What follows belongs to an exercise in optimizing a design on an open flow for small area, a short achievable clock period and few clock cycles; a production flow would make more cautious choices. Only simulation tests tie the RTL to the original design; equivalence was not proved. Power is estimated from default activity; no workload was simulated.

## flow/design.v (module list and top-level ports; edited modules follow where they fit)
// module alu_arbiter: 1305 lines
module alu_arbiter #(
  parameter int MUL_LAT = 3
) (
  input  logic        clk,
  input  logic        reset,
  input  logic        i_reqA_valid,
  input  logic        i_reqB_valid,
  output logic        o_reqA_ready,
  output logic        o_reqB_ready,
  input  logic [31:0] i_reqA_op1,
  input  logic [31:0] i_reqA_op2,
  input  logic [31:0] i_reqB_op1,
  input  logic [31:0] i_reqB_op2,
  input  logic [3:0]  i_reqA_sel,
  input  logic [3:0]  i_reqB_sel,
  output logic        o_rsp_valid,
  input  logic        i_rsp_ready,
  output logic        o_rsp_id,
  output logic [31:0] o_rsp_data,
  output logic        o_rsp_zflag,
  output logic        o_busy
);
  // ...
==> flow/flow/run.sh <==
#!/bin/bash
# Standard ORFS layout with two changes:
#  - after the standard synthesis, polarity.py removes inverters (it picks the
#    polarity of each full adder and XOR gate, both of which can absorb an
#    inversion, and splits half adders whose inputs are both inverted);
#    registers, ports and all other cells are unchanged;
#  - the port buffers are buf_1 cells (the resizer may upsize them) instead
#    of the default delay-buffer cell.
set -euo pipefail
R=orfs/results/${FLOW_PLATFORM}/alu_arbiter/base
bash standard.sh synth > log_synth.txt 2>&1
python3 flow/polarity.py $R/1_2_yosys.v $R/1_2_yosys.pol.v > log_polarity.txt 2>&1
mv $R/1_2_yosys.pol.v $R/1_2_yosys.v
rm -f $R/1_synth.odb $R/1_synth.sdc
bash standard.sh BUFFER_PORTS_ARGS="-buffer_cell sky130_fd_sc_hd__buf_1" finish > log_layout.txt 2>&1
==> flow/flow/polarity.py <==
#!/usr/bin/env python3
"""Remove inverters from a Yosys/ABC gate netlist of sky130hd cells without
touching its registers or ports.

  * A full adder is self-dual: FA(~a, ~b, ~c) = (~sum, ~carry), so each
    full-adder cell may be used in inverted form.
  * An XOR/XNOR gate absorbs an inversion of any input or of its output by
    swapping xor2 <-> xnor2 (same size).
  * A half adder whose two inputs both come through inverters computes
    (x ^ y, ~(x | y)): it becomes an xor2 and a nor2 of x and y.

The script picks the polarity of every full adder and XOR gate so that as few
signals as possible need an inverter, then rebuilds the inverters (one per
signal that needs its complement).  Registers, ports and all other cells stay
as they are.

usage: polarity.py IN.v OUT.v
"""
import random
import re
import sys
from collections import defaultdict

P = "sky130_fd_sc_hd__"
FA_RE = re.compile(P + r"fa_\d+$")
HA_RE = re.compile(P + r"ha_\d+$")
XOR_RE = re.compile(P + r"x(n?)or2_(\d+)$")
INV_RE = re.compile(P + r"(inv|clkinv)_\d+$")
OUT_PINS = {"X", "Y", "Q", "Q_N", "SUM", "COUT", "HI", "LO"}

src = open(sys.argv[1]).read()
inst_re = re.compile(r"^  (" + P + r"\w+) (\S+)\s+\((.*?)\n  \);\n", re.S | re.M)

cells = {}
order = []
spans = {}
for m in inst_re.finditer(src):
    typ, name, body = m.group(1), m.group(2), m.group(3)
    pins = {}
    for pm in re.finditer(r"\.(\w+)\(([^()]*)\)", body):
        pins[pm.group(1)] = pm.group(2).strip()
    cells[name] = [typ, pins]
    order.append(name)
    spans[name] = (m.start(), m.end())

ports = set()
for m in re.finditer(r"^\s*(input|output)\s+(\[[^\]]*\]\s*)?(\S+);", src, re.M):
    ports.add(m.group(3))


def is_port_net(n):
    return n.split("[")[0].strip() in ports or n in ports


k = [0]


def fresh(prefix):
    k[0] += 1
    return f"_pol_{prefix}{k[0]}_"


new_wires = []
added = {}          # new cells: name -> [type, pins]


def maps():
    driver, loads = {}, defaultdict(list)
    for name, (typ, pins) in list(cells.items()) + list(added.items()):
        for p, n in pins.items():
            if p in OUT_PINS:
                driver[n] = name
            else:
                loads[n].append((name, p))
    return driver, loads


def allcells():
    return {**cells, **added}


# ---- half adders with both inputs inverted -> xor2 + nor2
driver, loads = maps()
n_ha = 0
for name in list(cells):
    typ, pins = cells[name]
    if not HA_RE.match(typ):
        continue
    da, db = driver.get(pins["A"]), driver.get(pins["B"])
    if not (da and db and INV_RE.match(allcells()[da][0]) and INV_RE.match(allcells()[db][0])):
        continue
    x = allcells()[da][1]["A"]
    y = allcells()[db][1]["A"]
    cells[name] = [P + "xor2_1", {"A": x, "B": y, "X": pins["SUM"]}]
    added[fresh("nor")] = [P + "nor2_1", {"A": x, "B": y, "Y": pins["COUT"]}]
    n_ha += 1

# ---- signal model
cellsall = allcells()
driver, loads = maps()
inv_cells = {n for n, (t, _) in cellsall.items() if INV_RE.match(t)}


def root_of(net):
    par = 0
    for _ in range(16):
        d = driver.get(net)
        if d is None or d not in inv_cells:
            break
        net = cellsall[d][1]["A"]
        par ^= 1
    return net, par


req = defaultdict(list)       # root -> [cell, pin, parity]
for name, (typ, pins) in cellsall.items():
    if name in inv_cells:
        continue
    for p, n in pins.items():
        if p in OUT_PINS:
            continue
        r, par = root_of(n)
        req[r].append([name, p, par])

# roots whose inverter tree drives a port (or that are ports) stay as they are
fixed = set()
for n in list(driver):
    if is_port_net(n):
        fixed.add(root_of(n)[0])
for r in req:
    if is_port_net(r):
        fixed.add(r)

kind = {}
for name, (typ, _) in cellsall.items():
    if FA_RE.match(typ):
        kind[name] = "fa"
    elif XOR_RE.match(typ):
        kind[name] = "x"
flip = {n: 0 for n in kind}

drv_var = {}                  # root -> cell whose flip inverts it
for n, kd in kind.items():
    pins = cellsall[n][1]
    for p in (("SUM", "COUT") if kd == "fa" else ("X", "Y")):
        if p in pins:
            drv_var[pins[p]] = n
in_roots = defaultdict(set)   # cell -> roots feeding it
for r, L in req.items():
    for c, p, par in L:
        if c in kind:
            in_roots[c].add(r)

blocked = set()
for n, kd in kind.items():
    outs = [r for r, c in drv_var.items() if c == n]
    if any(r in fixed or r not in req for r in outs):
        blocked.add(n)
    if kd == "fa" and any(r in fixed for r in in_roots[n]):
        blocked.add(n)


def need(r, c, par):
    """does this load want the complement of root r's current value?"""
    if kind.get(c) == "x":
        return 0
    e = par
    if kind.get(c) == "fa" and flip[c]:
        e ^= 1
    d = drv_var.get(r)
    if d is not None and flip[d]:
        e ^= 1
    return e


def cost(r):
    for c, p, par in req[r]:
        if need(r, c, par):
            return 1
    return 0


def affected(n):
    rs = {r for r, c in drv_var.items() if c == n and r in req}
    if kind[n] == "fa":
        rs |= in_roots[n]
    return rs


# out-roots per variable (for speed)
outs_of = defaultdict(list)
for r, c in drv_var.items():
    if r in req:
        outs_of[c].append(r)


def affected_fast(n):
    rs = set(outs_of[n])
    if kind[n] == "fa":
        rs |= in_roots[n]
    return rs


free = [n for n in kind if n not in blocked]
before = sum(cost(r) for r in req)


def try_flip(n):
    rs = affected_fast(n)
    c0 = sum(cost(r) for r in rs)
    flip[n] ^= 1
    c1 = sum(cost(r) for r in rs)
    return c1 - c0


for _ in range(30):
    ch = 0
    for n in free:
        d = try_flip(n)
        if d < 0:
            ch += 1
        else:
            flip[n] ^= 1
    if not ch:
        break

# simulated annealing from the greedy result
rng = random.Random(1)
cur = sum(cost(r) for r in req)
best, best_flip = cur, dict(flip)
T = 1.0
steps = 40000
for s in range(steps):
    T = 1.0 * (1 - s / steps) + 0.02
    n = rng.choice(free)
    d = try_flip(n)
    if d <= 0 or rng.random() < pow(2.718, -d / T):
        cur += d
        if cur < best:
            best, best_flip = cur, dict(flip)
    else:
        flip[n] ^= 1
flip.update(best_flip)
after = sum(cost(r) for r in req)
print(f"polarity: {n_ha} half adders split; {sum(flip[n] for n in kind if kind[n]=='fa')} "
      f"full adders and {sum(flip[n] for n in kind if kind[n]=='x')} xor gates inverted; "
      f"signals needing a complement {before} -> {after}", file=sys.stderr)

# ---- rebuild the inverters of every root with a changed or inverted load
del_cells = set()
xor_par = defaultdict(int)    # xor cell -> polarity change
for n in kind:
    if kind[n] == "x" and flip[n]:
        xor_par[n] ^= 1

rebuild = set()
for r, L in req.items():
    if r in fixed:
        continue
    d = drv_var.get(r)
    if (d is not None and flip[d]) or any(par or (c in kind and flip[c]) for c, p, par in L):
        rebuild.add(r)

for r in sorted(rebuild):
    invs = [c for (c, p) in loads.get(r, []) if c in inv_cells]
    stack = list(invs)
    while stack:
        c = stack.pop()
        if c in del_cells:
            continue
        del_cells.add(c)
        on = cellsall[c][1]["Y"]
        assert not is_port_net(on), on
        stack.extend(x for (x, p) in loads.get(on, []) if x in inv_cells)
    d = drv_var.get(r)
    rflip = 1 if (d is not None and flip[d]) else 0
    inv_loads = []
    for ent in req[r]:
        c, p, par = ent
        if kind.get(c) == "x":
            # connect straight to the root; the gate absorbs the difference
            xor_par[c] ^= par ^ rflip
            cellsall[c][1][p] = r
            continue
        if need(r, c, par):
            inv_loads.append((c, p))
        else:
            cellsall[c][1][p] = r
    # one inverter per group of at most 8 loads, sized by its load count
    for g in range(0, len(inv_loads), 8):
        grp = inv_loads[g:g + 8]
        inv_net = fresh("n")
        new_wires.append(inv_net)
        size = 1 if len(grp) <= 2 else (2 if len(grp) <= 5 else 4)
        added[fresh("inv")] = [P + f"inv_{size}", {"A": r, "Y": inv_net}]
        for c, p in grp:
            cellsall[c][1][p] = inv_net
    cellsall = allcells()

# inverters left without loads (e.g. after half-adder splits) are removed
while True:
    used = set()
    for nm, (t, pins) in allcells().items():
        if nm in del_cells:
            continue
        for p, n in pins.items():
            if p not in OUT_PINS:
                used.add(n)
    dead = [nm for nm, (t, pins) in allcells().items()
            if nm not in del_cells and INV_RE.match(t)
            and pins["Y"] not in used and not is_port_net(pins["Y"])]
    if not dead:
        break
    del_cells.update(dead)

for c, v in xor_par.items():
    if v:
        typ = cellsall[c][0]
        m = XOR_RE.match(typ)
        newt = P + ("xor2_" if m.group(1) else "xnor2_") + m.group(2)
        pins = cellsall[c][1]
        if m.group(1):          # xnor2 (output Y) -> xor2 (output X)
            pins["X"] = pins.pop("Y")
        else:
            pins["Y"] = pins.pop("X")
        cellsall[c][0] = newt
        if c in cells:
            cells[c][0] = newt
        else:
            added[c][0] = newt


def esc(n):
    return n + " " if n.startswith("\\") else n


def emit(typ, name, pins):
    body = ",\n".join(f"    .{p}({esc(n)})" for p, n in pins.items())
    return f"  {typ} {name} (\n{body}\n  );\n"


out = []
pos = 0
for name in order:
    s, e = spans[name]
    out.append(src[pos:s])
    pos = e
    if name in del_cells:
        continue
    out.append(emit(cells[name][0], name, cells[name][1]))
    if name == order[-1]:
        for nn, (t, pins2) in added.items():
            if nn not in del_cells:
                out.append(emit(t, nn, pins2))
out.append(src[pos:])
text = "".join(out)
idx = text.index("  wire ")
text = text[:idx] + "".join(f"  wire {w};\n" for w in new_wires) + text[idx:]
# safety: every loaded net must have exactly one driver, else keep the input
drv_cnt = defaultdict(int)
loaded = set()
for t, nm, b in re.findall(r"(" + P + r"\w+)\s+(\S+)\s*\((.*?)\);", text, re.S):
    for p, net in re.findall(r"\.(\w+)\(([^)]*)\)", b):
        net = net.strip()
        if p in OUT_PINS:
            drv_cnt[net] += 1
        else:
            loaded.add(net)
bad = [n for n in loaded if drv_cnt[n] != 1 and not is_port_net(n) and not n.startswith("1'b")]
bad += [n for n, v in drv_cnt.items() if v > 1]
if bad:
    print(f"polarity: netlist check failed ({bad[:5]}); keeping the input netlist", file=sys.stderr)
    text = src
open(sys.argv[2], "w").write(text)
n_inv_before = len(inv_cells)
n_inv_after = n_inv_before - len(del_cells & inv_cells) + sum(1 for nn in added if INV_RE.match(added[nn][0]) and nn not in del_cells)
print(f"polarity: inverters {n_inv_before} -> {n_inv_after}", file=sys.stderr)
==> flow/standard.sh <==
#!/bin/bash
# synth_recipe.tcl (not shown) runs the flow's synth.tcl, then flattens the netlist and writes it again
# the make line also repeats each setting of config.mk as NAME=value (left out here)
make -C /OpenROAD-flow-scripts/flow DESIGN_CONFIG=/design/flow/config.mk WORK_HOME=/design/flow/orfs CLKGATE_MAP_FILE= SYNTH_SCRIPT=/design/flow/synth_recipe.tcl "${@:-finish}"
==> flow/config.mk <==
export PLATFORM = sky130hd
export DESIGN_NAME = alu_arbiter
export DESIGN_NICKNAME = alu_arbiter
export VERILOG_FILES = /design/flow/design.v
export SDC_FILE = /design/flow/constraint.sdc
export NUM_CORES = 4
export LEC_CHECK = 0
export ABC_AREA = 1
export ABC_CLOCK_PERIOD_IN_PS = 4700
export CAP_MARGIN = 20
export CORE_MARGIN = 2
export CORE_UTILIZATION = 40
export CTS_BUF_LIST = sky130_fd_sc_hd__clkbuf_8
export SETUP_SLACK_MARGIN = 4.8
export SLEW_MARGIN = 20
==> flow/constraint.sdc <==
create_clock -name core_clock -period 9.5 [get_ports {clk}]
set_input_delay 1.9000 -clock core_clock [delete_from_list [all_inputs] [get_ports {clk}]]
set_output_delay 1.9000 -clock core_clock [all_outputs]
set_load 0.01 [all_outputs]
==> reports/results.txt, run 1 <==
Sequential Power Share = 0.161
Reg with most FFs = ma_n
Non-clock buffers = 245
CTS root buffer = clkbuf_8
WP buf/inv = 1
#MultiIn Comb = 1884
Status = finished clean
Worst setup endpoint = o_rsp_data[29]
Placed Area = 0.0209 sq mm
Clock slew seen by the registers of the worst setup and hold paths = 0.11 ns
DRC = 0
Tightest Hold Check Type = reg -> reg
Top cell category = multi-input combinational cells
Critical Path AT = 2.76 ns
Detailed Place HPWL = 47.8 mm
Sequential Power = 0.00131 W
Hold Path Stages = 2
R2R Path Start = bn[0]
Clock share of power = 0.070
Synth warnings = 1
FF+latch count = 153
Worst Hold Path EP = nv2
Register Area = 0.00375 sq mm
Total grt overflow = 0
M2 GR Usage = 0.433
Cell area power density = 372 mW/mm^2
Crit-path max cell delay = 0.48 ns
Period utilization = 0.491
FILL cells = 4881
Fraction of area in multi-input gates = 0.684
Initial core utilization = 0.404
Layout cell share with drive strength beyond 1 = 0.102
Testbench counts, summed over its fixed seeds: cycles 2,416.
==> run 2: changes to the inputs <==
--- a/flow/design.v
+++ b/flow/design.v
@@ -27,22 +27,22 @@
   logic [31:0] ax;
   logic [15:0] d_one, d_two, d_neg;
   logic        v1, id1;      
   logic        pick;         
   logic        qa, qb;       
   logic        nv2;          
   logic        nlast_b;      
   logic [31:0] ma;           
+  logic [15:0] bo, bt, bn;   
   logic [31:0] ma_n;         
   logic [15:0] bo_n, bt_n;   
   assign ma = ~ma_n;
   assign bo = ~bo_n;
   assign bt = ~bt_n;
-  logic [15:0] bo, bt, bn;   
   logic        v2, id2;      
   assign cap_b   = v1 ? ~id1 : pick;
   assign cap_v   = cap_b ? i_reqB_valid : i_reqA_valid;
   assign stall        = v2 & ~i_rsp_ready;
   assign o_reqA_ready = qa & i_reqA_valid & ~reset & (i_rsp_ready | nv2) & (~i_reqB_valid | ~nlast_b);
   assign o_reqB_ready = qb & i_reqB_valid & ~reset & (i_rsp_ready | nv2) & (~i_reqA_valid | nlast_b);
   assign accept       = o_reqA_ready | o_reqB_ready;
   assign o_rsp_valid  = v2;
@@ -93,19 +93,19 @@
       if (!stall) nv2 <= ~accept;
       pick <= v1 ? id1 : ~pick;
       if (!stall) v2 <= accept;
     end
   end
   always_ff @(posedge clk) begin
     id1  <= cap_b;
     ma_n <= ~ax;
-    bo_n <= ~d_one;
-    bt_n <= ~d_two;
-    bn   <= d_neg;
+    bo_n <= ~d_one[15:0];
+    bt_n <= ~d_two[15:0];
+    bn   <= d_neg[15:0];
   end
   wire pp0_0 = (bo[0] & ma[0]) ^ bn[0];
   wire pp0_1 = ((bo[0] & ma[1]) | (bt[0] & ma[0])) ^ bn[0];
   wire pp0_2 = ((bo[0] & ma[2]) | (bt[0] & ma[1])) ^ bn[0];
   wire pp0_3 = ((bo[0] & ma[3]) | (bt[0] & ma[2])) ^ bn[0];
   wire pp0_4 = ((bo[0] & ma[4]) | (bt[0] & ma[3])) ^ bn[0];
   wire pp0_5 = ((bo[0] & ma[5]) | (bt[0] & ma[4])) ^ bn[0];
   wire pp0_6 = ((bo[0] & ma[6]) | (bt[0] & ma[5])) ^ bn[0];
==> flow/config.mk (replaced) <==
export PLATFORM = sky130hd
export DESIGN_NAME = alu_arbiter
export DESIGN_NICKNAME = alu_arbiter
export VERILOG_FILES = /design/flow/design.v
export SDC_FILE = /design/flow/constraint.sdc
export NUM_CORES = 4
export LEC_CHECK = 0
export ABC_AREA = 1
export ABC_CLOCK_PERIOD_IN_PS = 4700
export CAP_MARGIN = 20
export CORE_MARGIN = 2
export CORE_UTILIZATION = 40
export SETUP_SLACK_MARGIN = 4.9
export SLEW_MARGIN = 20
==> run 2 against run 1 <==
Effect of this change: sequential share of layout area fell by 0.14 points; sequential cell count did not move; first-iteration DRC count rose by 8.8%; clock-buffer cell count rose by 1; wire length fell by 0.77%; core utilization rose by 0.34 points; still clean on timing, DRC and antenna; highest routed layer unchanged; largest cell class unchanged; die area did not move; area after synthesis did not move.
==> reports/results.txt, run 2 <==
Status = finished clean (unchanged)
Critical Path Fanout Max = 5 (was 4)
Power, Total = 0.00829 W (was 0.00812 W)
Fin nets = 2895 (was 2899)
Fmax = 217 MHz (was 214 MHz)
Clk_skew = 0.0132 ns (was 0.0263 ns)
CTS root buffer = clkbuf_16 (was clkbuf_8)
Global-route wire length before repair = 101 mm (was 102 mm)
Cts hold-fix bufs = 0 (unchanged)
Syn nets = 2797 (unchanged)
Gate Count Post-Synth = 2375 (unchanged)
Tightest Hold Check Type = reg -> reg (unchanged)
Largest register FFs = 32 (unchanged)
Mapped Avg Cell Area = 8.31 sq um (unchanged)
CTS tree = done (unchanged)
Period utilization = 0.484 (was 0.491)
Top Ports = 179 (unchanged)
Antenna diodes = 0 (was 1)
# rows = 81 (unchanged)
Detailed Place HPWL = 47.5 mm (was 47.8 mm)
Most frequent cells in the layout = xor2_1, nand2_1, o22ai_1 (unchanged)
Critical Path AT = 2.70 ns (was 2.76 ns)
Hold Vio Cnt, Final = 0 (unchanged)
CTS Buf Count = 17 (unchanged)
DRC = 0 (unchanged)
Clock slew seen by the registers of the worst setup and hold paths = 0.07 ns (was 0.11 ns)
# port buffers = 178 (unchanged)
Die Y = 226 um (unchanged)
Drt initial violations = 1715 (was 1577)
Type of origin of the critical path = flip-flop (unchanged)
Vias = 17900 (was 17800)
RSZ-0062 raised after global routing = true (unchanged)
Slew Limit Headroom = 0.252 (was 0.229)
Post-route minimum period = 4.60 ns (was 4.66 ns)
Initial core utilization = 0.404 (unchanged)
Setup CP Type = reg -> out (unchanged)
Pins Over Slew Limit = 0 (unchanged)
Drt wl/cell = 20.7 um (was 20.9 um)
Die width = 226 um (unchanged)
Vias in the first global route = 18000 (about the same)
Max VDD drop = 0.208 mV (was 0.189 mV)
Die footprint = 0.0511 sq mm (unchanged)
Mapped Area = 0.0197 sq mm (unchanged)
Leakage = 10.8 nW (was 10.7 nW)
Post-DR vias/cell = 5.68 (was 5.63)
FILL cells = 4884 (was 4881)
Cell area power density = 377 mW/mm^2 (was 372 mW/mm^2)
Pin count of the biggest net entering global routing = 73 (was 72)
Final setup TNS = 0 ns (unchanged)
Total grt overflow = 0 (unchanged)
CP max stage cell = a2111o_1 (was edfxtp_1)
Max_cap viols = 0 (unchanged)
Initial antenna violation count = 0 (was 1)
Crit-path cells = xnor2_2, inv_2, a2111o_1, nor4_4, nand3_1, nor3_2, buf_1 (was xor2_2, nand2_2, nor4_2, nand3_1, nand3_2, nand2_1, o211ai_1, a21oi_1, xor2_1, buf_1)
Core footprint = 0.0488 sq mm (unchanged)
GP Congestion = 0.942 (was 0.917)
Worst path required time = 7.60 ns (about the same)
Commonest non-fill, non-tap cell in the layout = xor2_1 (unchanged)
Clock tree buffer depth = 2 (unchanged)
Reg with most FFs = ma_n (unchanged)
Area growth syn-to-layout = 11.4% (was 10.6%)
# setup viols final = 0 (unchanged)
Layout cell share with drive strength beyond 1 = 0.100 (was 0.102)
Actual slew at the worst max-slew pin = 1.12 ns (was 1.15 ns)
Hold_ws = 0.486 ns (was 0.496 ns)
Synth warnings = 1 (unchanged)
Drt first pass iters = 5 (was 6)
Global Route Usage Sum = 0.258 (was 0.260)
Endpoint type of the worst setup path = output port (unchanged)
Crit-path max cell delay = 0.47 ns (was 0.48 ns)
Clock Latency Late Sink = 0.45 ns (was 0.52 ns)
Total length of routed wires = 65.3 mm (was 65.8 mm)
Clock sink total = 153 (unchanged)
Final ANT Viol Nets = 0 (unchanged)
H-tree depth = 4 (unchanged)
Fin util = 0.450 (was 0.446)
## run 2: final timing paths
path	startpoint	to	slack [ns]	depth (start not counted)
max in group asynchronous	reset	nv2	7.82	2
hold / removal	nv2	nv2	0.49	2
hold reg to reg	nv2	nv2	0.49	2
setup reg to reg	bn[0]	r29_1	5.01	8
setup / recovery	r29_0	o_rsp_zflag	4.90	7
min in group asynchronous	reset	pick	1.39	2
## run 2: per-stage QoR
step	std cells	instance area, sq um	setup slack, ns
3_3_place_gp	3102	20900	4.48
5_1_grt	3150	22000	4.78
2_1_floorplan	2375	19700	4.93
4_1_cts	3141	21700	4.73
3_5_place_dp	3102	20900	4.39
6_report	3150	22000	4.90
## run 2: metal layers
metal  global-route usage  wire (um)  up-vias  part of all wire
li1                     -          -     8222                 -
met1                0.338      28200     8642              0.43
met5                    0          0        -                 0
met4                0.110       2370        0             0.036
met2                0.422      30100      883              0.46
met3               0.0424       4730      149             0.072
## run 2: power breakdown
| group | switching [W] | internal, W | leakage [nW] |
|---|---|---|---|
| logic | 0.00401 | 0.00224 | 8.99 |
| registers | 0.000289 | 0.00102 | 1.50 |
| clock network | 0.000308 | 0.000421 | 0.314 |
| total | 0.00461 | 0.00368 | 10.8 |
## run 2: what timing repair did
action                                  CTS  global route
setup buffers                             7             9
gates resized for setup                  17            46
endpoints found under the setup margin   15            19
pin swaps                                 3            11
## run 2: worst max-delay path: cells and delay by family, from the launching register on
family	cells	cell delay, ns
AOI/OAI and AO/OA	1	0.47
xor gates and xnor gates	1	0.34
buffers and inverters	2	0.28
DFF	1	0.45
and+or+nand+nor	3	0.71
## run 2: cell type report
type	count	area, sq um	area share
sequential	153	3750	0.171
multi-input combinational	1884	14900	0.679
clock inverter	13	169	0.00769
tap	664	831	0.0378
timing repair buffer	241	1170	0.0533
clock buffer	19	464	0.0211
inverter	176	674	0.0307
Testbench counts of run 2, summed over its fixed seeds: cycles 2,416.

-- afterwards: timing with drivers on the ports --
No port has a modelled driver above. Below, the same layouts with a new extraction and two added sets of constraints.
Step 1 assumes that a clkbuf_16 drives the clock port and a buf_2 every other input.
Step 2 times the ports against the registers' clock, not the clock port: input delays grow and output delays shrink by t, the midpoint of the rising clock arrivals with the driver on.
a / b / c = ideal / step 1 / step 2; a / b = the first two.
| run | t, ns | setup slack, ns | hold WS [ns] | worst setup path after step 2 | worst data-port slew with drivers (ns) |
|---|---|---|---|---|---|
| run 1 | 0.566 | 4.835 / 4.780 / 4.575 | 0.496 / 0.496 / 0.496 | input to register | 0.05 |
| run 2 | 0.502 | 4.901 / 4.846 / 4.663 | 0.486 / 0.486 / 0.486 | input to register | 0.05 |
After both steps setup and hold are still met in every run listed. For run 1, which loses most, drivers alone change the setup slack by -0.055 ns; drivers and shift together by -0.260 ns.
